Background: an optimization exercise with open tools, aiming at small area, a short achievable clock period and few clock cycles. Do not read the settings as production practice.
RTL that was checked went through simulation tests only; none was proved equivalent to the original.
Only the layout flow was run in run 1; the RTL was not checked for function there.
Power is estimated from default activity; no workload was simulated.

## flow/design.v (module list and top-level ports; edited modules follow where they fit)
// module dwconv_ctrl: 51 lines
// module channel_mac0: 841 lines
// module channel_mac1: 633 lines
// module channel_mac2: 567 lines
// module channel_mac3: 611 lines
// module channel_mac4: 523 lines
// module channel_mac5: 729 lines
// module channel_mac6: 811 lines
// module channel_mac7: 655 lines
// module dw_fa: 10 lines
// module dw_ha: 9 lines
// module requant_relu: 18 lines
// module result_fifo: 16 lines
// module dwconv_top: 39 lines
module dwconv_top (
  input  logic                  clk,
  input  logic                  rstn,
  input  logic                  in_req,
  input  dwconv_pkg::window_t   in_data,
  output logic                  in_ack,
  output logic                  out_req,
  output dwconv_pkg::out_word_t out_data,
  input  logic                  out_ack
);
  // ...
==> flow/flow/run.sh <==
#!/bin/bash
# Standard layout (the standard.sh, standard synthesis included), except
# that the input and output port buffers are plain sky130_fd_sc_hd__buf_1
# cells rather than the delay cell that buffer_ports picks by default.
# Every port still gets its own buffer; the resizer may still upsize them.
set -e
export BUFFER_PORTS_ARGS="-buffer_cell sky130_fd_sc_hd__buf_1"
bash standard.sh > standard.log 2>&1
==> flow/standard.sh <==
#!/bin/bash
# synth_recipe.tcl (not shown) runs the flow's synth.tcl, then flattens the netlist and writes it again
# the make line also repeats each setting of config.mk as NAME=value (left out here)
make -C /OpenROAD-flow-scripts/flow DESIGN_CONFIG=/design/flow/config.mk WORK_HOME=/design/flow/orfs CLKGATE_MAP_FILE= SYNTH_SCRIPT=/design/flow/synth_recipe.tcl "${@:-finish}"
==> flow/config.mk <==
export PLATFORM = sky130hd
export DESIGN_NAME = dwconv_top
export DESIGN_NICKNAME = dwconv_top
export VERILOG_FILES = /design/flow/design.v
export SDC_FILE = /design/flow/constraint.sdc
export NUM_CORES = 4
export LEC_CHECK = 0
export CAP_MARGIN = 20
export CORE_MARGIN = 2
export CORE_UTILIZATION = 60
export CTS_CLUSTER_DIAMETER = 80
export CTS_CLUSTER_SIZE = 30
export SETUP_SLACK_MARGIN = 3.2
export SLEW_MARGIN = 20
export SYNTH_HIERARCHICAL = 1
export SYNTH_MINIMUM_KEEP_SIZE = 0
==> flow/constraint.sdc <==
create_clock -name core_clock -period 6.0 [get_ports {clk}]
set_input_delay 1.2000 -clock core_clock [delete_from_list [all_inputs] [get_ports {clk}]]
set_output_delay 1.2000 -clock core_clock [all_outputs]
set_load 0.01 [all_outputs]
==> results.json, run 1 <==
{
  "global_route_met3_usage_pct": 9.680,
  "drtIter0Drc": 1036,
  "detail_route.vias_per_cell": 5.084,
  "crit_fanout": 5,
  "timing.reg2reg.setup_slack_ns": 3.18,
  "tritoncts": "done",
  "grt_pass1_wl_um": 145000,
  "vias_in_the_first_global_route": 26413,
  "layout.clock_buffers": 43,
  "globalRouteMet1Util_pct": 33.68,
  "cts_htree_levels": 2,
  "vias": 22780,
  "floorplan.core_area_um2": 69660,
  "crit_slowest_cell": "or4_4",
  "multi_input_area_share_pct": 55.23,
  "timing.critical_path.buf_inv": 0,
  "period_share_pct": 47.00,
  "seqCellArea_um2": 14420,
  "grt_max_degree": 59,
  "seq-cell-share_pct": 30.56,
  "crit_start": "u_mac0.cs_n435",
  "post_route_cells_drive_above_1_share_pct": 6.376,
  "outcome": "no timing/DRC/antenna violations",
  "rsz0062_at_grt": "yes",
  "seq_power_share_pct": 32.5,
  "crit_family": "simple AND/OR/NAND/NOR gates",
  "met2_routing_resource_usage_after_global_routing_pct": 45.79,
  "drtPass1Iterations": 5,
  "num_io_pins": 646,
  "p_leak_nw": 19.65,
  "wirelength_met1_um": 35570,
  "timing.clock.skew_ns": 0.01974,
  "cellPowerDensity_nw_per_um2": 491.0,
  "met3RoutedLength_um": 8501,
  "pwr.group.clock_mw": 3.02,
  "worst_slack_ns": 3.180
}
==> module requant_relu, before the edit <==
module requant_relu #(
  parameter int W = 16
) (
  input  logic signed [W-1:0] s,
  output logic [6:0]          q
);
  logic sat;
  assign sat = (|s[W-2:11]) || (s[10] && s[9] && (|s[8:4]));
  always_comb begin
    if (s[W-1]) begin
      q = '0;
    end else if (sat) begin
      q = 7'(96);
    end else begin
      q = s[10:4];
    end
  end
endmodule
==> inputs of run 2 (changes only) <==
--- a/flow/design.v
+++ b/flow/design.v
@@ -5457,17 +5457,12 @@
   input  logic signed [W-1:0] s,
   output logic [6:0]          q
 );
+  logic neg;
   logic sat;
+  assign neg = s[W-1];
   assign sat = (|s[W-2:11]) || (s[10] && s[9] && (|s[8:4]));
-  always_comb begin
-    if (s[W-1]) begin
-      q = '0;
-    end else if (sat) begin
-      q = 7'(96);
-    end else begin
-      q = s[10:4];
-    end
-  end
+  assign q[6:5] = {2{!neg}} & ({2{sat}} | s[10:9]);
+  assign q[4:0] = {5{!neg && !sat}} & s[8:4];
 endmodule
 `default_nettype wire
 `timescale 1ns/10ps
--- a/flow/config.mk
+++ b/flow/config.mk
@@ -7,7 +7,7 @@
 export LEC_CHECK = 0
 export CAP_MARGIN = 20
 export CORE_MARGIN = 2
-export CORE_UTILIZATION = 60
+export CORE_UTILIZATION = 75
 export CTS_CLUSTER_DIAMETER = 80
 export CTS_CLUSTER_SIZE = 30
 export SETUP_SLACK_MARGIN = 3.2
==> run 2 against run 1 <==
Still clean. Cell count is 4.2% lower. Critical path depth unchanged. Synthesized cell count is the same. Cell area is 0.77% lower. Critical endpoint is now u_out.q[3]. Largest cell class unchanged. Highest routed layer unchanged.
==> results.json, run 2 <==
{
  "die-height_um": 240.8,
  "remaining_drc_errors": 0,
  "number_of_antenna_violations_at_the_first_check_in_global_routing": 51,
  "rsz0062_at_grt": "yes",
  "worst-slew-pin-transition_ns": 0.9177,
  "mean_post_synth_cell_area_um2": 14.93,
  "timing.setup.critical_path_class": "flop to flop",
  "setup_viol_count_final": 0,
  "estimated_wirelength_of_the_detail_placed_design_um": 91840,
  "post_drt_wl_per_cell_um": 26.70,
  "fillers": 2625,
  "routed_wirelength_um": 114600,
  "cts_root_buffer": "clkbuf_16",
  "drtIter0Drc": 1876,
  "cts-hold-fix-buffers": 0,
  "max-clock-path-buffers": 3,
  "worst_r2r_path_depth": 9,
  "grt_usage_pct": 39.83,
  "final.min_clock_period_ns": 3.216,
  "p_leak_nw": 19.57,
  "detail_route.vias_per_cell": 5.856,
  "grt_max_degree": 59,
  "critical_path_arrival_ns": 3.67,
  "synthToLayoutAreaGrowth_pct": 11.39,
  "timing.critical_path.from_type": "flop",
  "max_clock_freq_mhz": 310.9,
  "drtPass1Iterations": 6,
  "hold_path_class": "flop to flop",
  "crit_fanout": 5,
  "final_design_area_no_fill_um2": 46830,
  "outcome": "no timing/DRC/antenna violations",
  "p_total_mw": 24.57,
  "worstSkewPairLatency_ns": 0.64,
  "worstPathRequired_ns": 6.46,
  "num_io_pins": 646,
  "netlist_instances": 2815,
  "synth_warnings": 16,
  "leading_cell_types_in_the_layout_fill_and_taps_excluded": "fa_1 (965), buf_1 (629), dfxtp_1 (629), inv_1 (456), ha_1 (195)",
  "setup.worst_path.end_class": "flop",
  "maximum_single_stage_delay_on_the_critical_path_ns": 0.57,
  "register_with_the_highest_flop_count": "u_out.q",
  "placement_rows": 86,
  "hold_path_depth": 0,
  "tritoncts": "done",
  "cellPowerDensity_nw_per_um2": 524.7,
  "fp.dieArea_um2": 57960,
  "chipWidth_um": 240.8,
  "ant_nets": 0,
  "max_cap_violations": 0,
  "timing.clock.skew_ns": 0.02688,
  "worst_ir_drop_vdd_mv": 0.3898,
  "crit_path_cell_trace": "inv_1 -> ha_1 -> and3_1 -> a2111oi_4 -> a21oi_2 -> a21boi_1 -> xnor2_1 -> or4_4 -> nor3_2",
  "vias": 25144,
  "start_util_pct": 76.01,
  "syn_area_um2": 42040,
  "period_share_pct": 53.60,
  "multi_input_comb_area_um2": 26180,
  "floorplan.core_area_um2": 55310,
  "gp_congestion": 0.9466,
  "timing_hold_violations_final": 0,
  "cts_buffers": 30,
  "post_route_cells_drive_above_1_share_pct": 6.275,
  "worst_slew_margin_rel_pct": 38.82,
  "io_buffers": 629,
  "timing_max_transition_violations_final": 0,
  "crit_slowest_cell": "or4_4",
  "largest_registers": "u_out.q (56), u_ctrl.g_lv.v (2)",
  "grt_pass1_wl_um": 164600,
  "clkSlewWorstSetupHoldPaths_ns": 0.11,
  "clkSinkCount": 692,
  "detailed_place.area_um2": 45350,
  "cts_htree_levels": 1,
  "final_sum_of_negative_setup_slack_ns": 0,
  "final_net_count": 5266,
  "global_route.overflow_total": 0,
  "seqCellArea_um2": 14430,
  "largest_register_ff_count": 56,
  "layout.cells.most_common": "fa_1",
  "vias_in_the_first_global_route": 29396
}
[run 2: final cells by class]
type                            count  area share [%]
Clock buffer                       42           1.876
Multi-Input combinational cell   1659           55.91
Clock inverter                     13          0.2752
Timing Repair Buffer              642           5.250
Inverter                          458           3.671
Antenna cell                       40          0.2137
Tap cell                          748           1.999
Sequential cell                   692           30.80
[run 2: through the flow]
step | util, % | setup WS, ns | cells | hold WS, ns
2_1_floorplan | - | 3.096 | 2822 | 0.3096
3_3_place_gp | 82.00 | 2.720 | 4186 | 0.3130
3_5_place_dp | 82.00 | 2.685 | 4186 | 0.3136
4_1_cts | 84.03 | 3.149 | 4248 | 0.3390
5_1_grt | 84.62 | 2.832 | 4283 | 0.3557
6_report | 84.67 | 2.784 | 4294 | 0.3454
[run 2: path summary, 6_finish.rpt]
check	start	slack (ns)	to
hold reg to reg	u_mac6.s1_n326	0.35	u_mac6.cs_n437
hold / removal	u_mac6.s1_n326	0.35	u_mac6.cs_n437
setup reg to reg	u_mac0.cs_n442	2.78	u_out.q[3]
setup / recovery	u_mac0.cs_n442	2.78	u_out.q[3]
[run 2: per-layer routing]
layer	wire [um]	track usage, %	vias to the layer above
li1	-	-	10059
met1	36190	44.76	12861
met2	57790	67.86	1568
met3	10910	11.70	624
met4	9547	23.72	32
met5	209	0	-
[run 2: critical path: cells and delay by family, from the launching register on]
family | cells | cell delay (ns)
and+or+nand+nor | 3 | 1.09
AOI/OAI and AO/OA | 3 | 0.89
adders and majority gates | 1 | 0.38
DFF | 1 | 0.36
xor gates and xnor gates | 1 | 0.25
buffers and inverters | 1 | 0.05
[run 2: timing repair]
action | CTS | global route
gates resized for setup | 17 | 37
setup buffers | 7 | 6
setup endpoints to repair | 24 | 38
pin swaps | 16 | 18
[run 2: power by group]
| part | switching, mW | internal [mW] | leakage [nW] |
|---|---|---|---|
| Clock | 1.53 | 1.07 | 0.503 |
| Combinational | 8.28 | 6.03 | 13.3 |
| Sequential | 0.933 | 6.73 | 5.81 |
Testbench counts of run 2, summed over its fixed seeds: cycles 12,800.
==> inputs of run 3 (changes only) <==
--- a/flow/config.mk
+++ b/flow/config.mk
@@ -7,7 +7,7 @@
 export LEC_CHECK = 0
 export CAP_MARGIN = 20
 export CORE_MARGIN = 2
-export CORE_UTILIZATION = 75
+export CORE_UTILIZATION = 60
 export CTS_CLUSTER_DIAMETER = 80
 export CTS_CLUSTER_SIZE = 30
 export SETUP_SLACK_MARGIN = 3.2
==> run 3 against run 2 <==
Sequential power decreased by 2%. Clock skew increased by 0.0010 ns. Sequential share of layout area decreased by 0.20 points. Wire length decreased by 16%. First-iteration DRC count decreased by 45%. Largest power group unchanged.
==> results.json, run 3 <==
{
  "netlist_instances": 2815,
  "fillers": 5190,
  "max-clock-path-buffers": 3,
  "detail_route.vias_per_cell": 5.066,
  "grt_pass1_wl_um": 145900,
  "timing_hold_violations_final": 0,
  "reg2reg_from": "u_mac6.cs_n430",
  "vias_in_the_first_global_route": 26737,
  "final_net_count": 5266,
  "period_share_pct": 45.48,
  "timing.critical_path.from_type": "flop",
  "clkSlewWorstSetupHoldPaths_ns": 0.11,
  "timing.reg2reg.setup_slack_ns": 3.27,
  "post_drt_wl_per_cell_um": 21.44,
  "grt_usage_pct": 27.83,
  "dp.cells": 4378,
  "outcome": "no timing/DRC/antenna violations",
  "setup_viol_count_final": 0,
  "setup.worst_path.end_class": "flop",
  "drtIter0Drc": 1026,
  "chipWidth_um": 268.7,
  "clkSinkCount": 692,
  "cts-hold-fix-buffers": 0,
  "post_route_cells_drive_above_1_share_pct": 6.131,
  "global_route.overflow_total": 0,
  "crit_fanout": 5,
  "synthToLayoutAreaGrowth_pct": 12.11,
  "layout.cells.most_common": "fa_1",
  "fin_hold_ws_ns": 0.3376,
  "worst_ir_drop_vdd_mv": 0.3165,
  "worst-slew-pin-transition_ns": 0.8841,
  "rsz0062_at_grt": "yes",
  "crit_start": "u_mac6.cs_n430",
  "holdCritStartpoint": "u_mac6.s1_n326",
  "worstSkewPairLatency_ns": 0.59,
  "largest_register_ff_count": 56,
  "num_io_pins": 646,
  "remaining_drc_errors": 0,
  "ant_nets": 0,
  "finalNonFillerCells": 4475,
  "routed_wirelength_um": 95930,
  "cts_buffers": 37,
  "start_util_pct": 60.35,
  "cellPowerDensity_nw_per_um2": 483.8,
  "placement_rows": 97,
  "grt_max_degree": 59,
  "multi_input_comb_area_um2": 26050,
  "final_sum_of_negative_setup_slack_ns": 0,
  "p_leak_nw": 19.60,
  "io_buffers": 629,
  "cts_htree_levels": 2,
  "syn_area_um2": 42040,
  "fp.dieArea_um2": 72200,
  "worstPathRequired_ns": 6.44,
  "floorplan.core_area_um2": 69660,
  "timing.setup.critical_path_class": "flop to flop",
  "tritoncts": "done",
  "max_cap_violations": 0,
  "timing_max_transition_violations_final": 0,
  "timing.clock.skew_ns": 0.02788,
  "mean_post_synth_cell_area_um2": 14.93,
  "hold_path_class": "flop to flop",
  "worst_slew_margin_rel_pct": 41.06,
  "vias": 22672,
  "max_clock_freq_mhz": 366.4,
  "cts_root_buffer": "clkbuf_16",
  "seqCellArea_um2": 14430,
  "register_with_the_highest_flop_count": "u_out.q",
  "estimated_wirelength_of_the_detail_placed_design_um": 86320,
  "critical_path_arrival_ns": 3.17,
  "die-height_um": 268.7,
  "number_of_antenna_violations_at_the_first_check_in_global_routing": 42,
  "largest_registers": "u_out.q (56), u_ctrl.g_lv.v (2)",
  "synth_warnings": 16,
  "drtPass1Iterations": 5,
  "leading_cell_types_in_the_layout_fill_and_taps_excluded": "fa_1 (966), buf_1 (629), dfxtp_1 (629), inv_1 (455), ha_1 (197)",
  "place_ws_ns": 2.671,
  "worst_slack_ns": 3.271,
  "final.min_clock_period_ns": 2.729,
  "gp_congestion": 0.9553
}
-- run 3: cell types whose count changed in the layout (fill, tap and decap cells not counted), sizes merged --
cell and delta:
inv +5, diode -12, buf -7, clkbuf +2, clkinv +1
-- run 3: layout make-up --
class                           instances  area share [%]
Antenna cell                           28          0.1487
Clock buffer                           44           2.063
Clock inverter                         19          0.6557
Inverter                              458           3.648
Multi-Input combinational cell       1659           55.28
Sequential cell                       692           30.61
Tap cell                              940           2.495
Timing Repair Buffer                  635           5.105
-- run 3: critical path, cell delays in order (launching register included) --
cell,delay (ns)
dfxtp_1,0.33
ha_1,0.35
and2_4,0.21
a32o_1,0.25
a2111o_1,0.40
a21oi_2,0.18
xnor2_2,0.09
or4_4,0.61
nor3_2,0.17
-- run 3: per-layer routing --
metal | vias up | wire length (um) | track usage (%)
met4 | 30 | 2719 | 8.784
met1 | 11851 | 35000 | 33.46
met2 | 590 | 50690 | 48.67
met3 | 154 | 7329 | 7.890
met5 | - | 188 | 0
li1 | 10047 | - | -
-- run 3: repair_timing --
| item | in CTS | in global routing |
|---|---|---|
| endpoints found under the setup margin | 19 | 35 |
| pin swaps | 4 | 12 |
| resized for setup | 9 | 27 |
| setup buffers | 0 | 6 |
-- run 3: final timing paths --
| kind | endpoint | cells after the start |
|---|---|---|
| worst max-delay path | u_out.q[44] | 8 |
| worst min-delay path | u_mac6.cs_n437 | 0 |
| worst max register to register | u_out.q[44] | 8 |
| worst min register to register | u_mac6.cs_n437 | 0 |
-- run 3: where the power goes --
group | switching [mW] | leakage (nW) | internal (mW) | total (mW)
combinational | 6.80 | 13.2 | 5.50 | 12.3
clock | 1.68 | 0.617 | 1.29 | 2.97
sequential | 0.807 | 5.81 | 6.73 | 7.54
-- run 3: metrics by stage --
| stage | power (mW) | util, % | area (um2) |
|---|---|---|---|
| floorplan | 16.37 | - | 42140 |
| global placement | 19.48 | 65.45 | 45590 |
| detailed placement | 19.96 | 65.45 | 45590 |
| CTS | 23.01 | 67.33 | 46910 |
| global route | 25.32 | 67.61 | 47100 |
| finish | 22.80 | 67.65 | 47130 |

re-timing with driven ports:
The flow's constraints put no driver on any port. The routed layouts listed below were extracted and timed again, unchanged, in two steps.
Step 1 assumes that a clkbuf_16 drives the clock port and a buf_2 every other input.
Step 2 times the ports against the registers' clock, not the clock port: input delays grow and output delays shrink by t, the midpoint of the rising clock arrivals with the driver on.
Slacks: ideal ports / drivers / drivers and shift; pairs: ideal ports / drivers.
| run | shift t [ns] | setup slack, ns | worst setup path at the end | slew at the worst register clock pin (ns) | worst data-port slew with drivers (ns) |
|---|---|---|---|---|---|
| run 1 | 0.660 | 3.180 / 3.180 / 2.647 | input to register | 0.11 / 0.11 | 0.16 |
| run 2 | 0.691 | 2.784 / 2.784 / 2.596 | input to register | 0.12 / 0.12 | 0.20 |
| run 3 | 0.641 | 3.271 / 3.271 / 2.689 | input to register | 0.11 / 0.11 | 0.17 |
After both steps setup and hold are still met in every run listed. For run 3, which loses most, drivers alone change the setup slack by 0.000 ns; drivers and shift together by -0.582 ns.
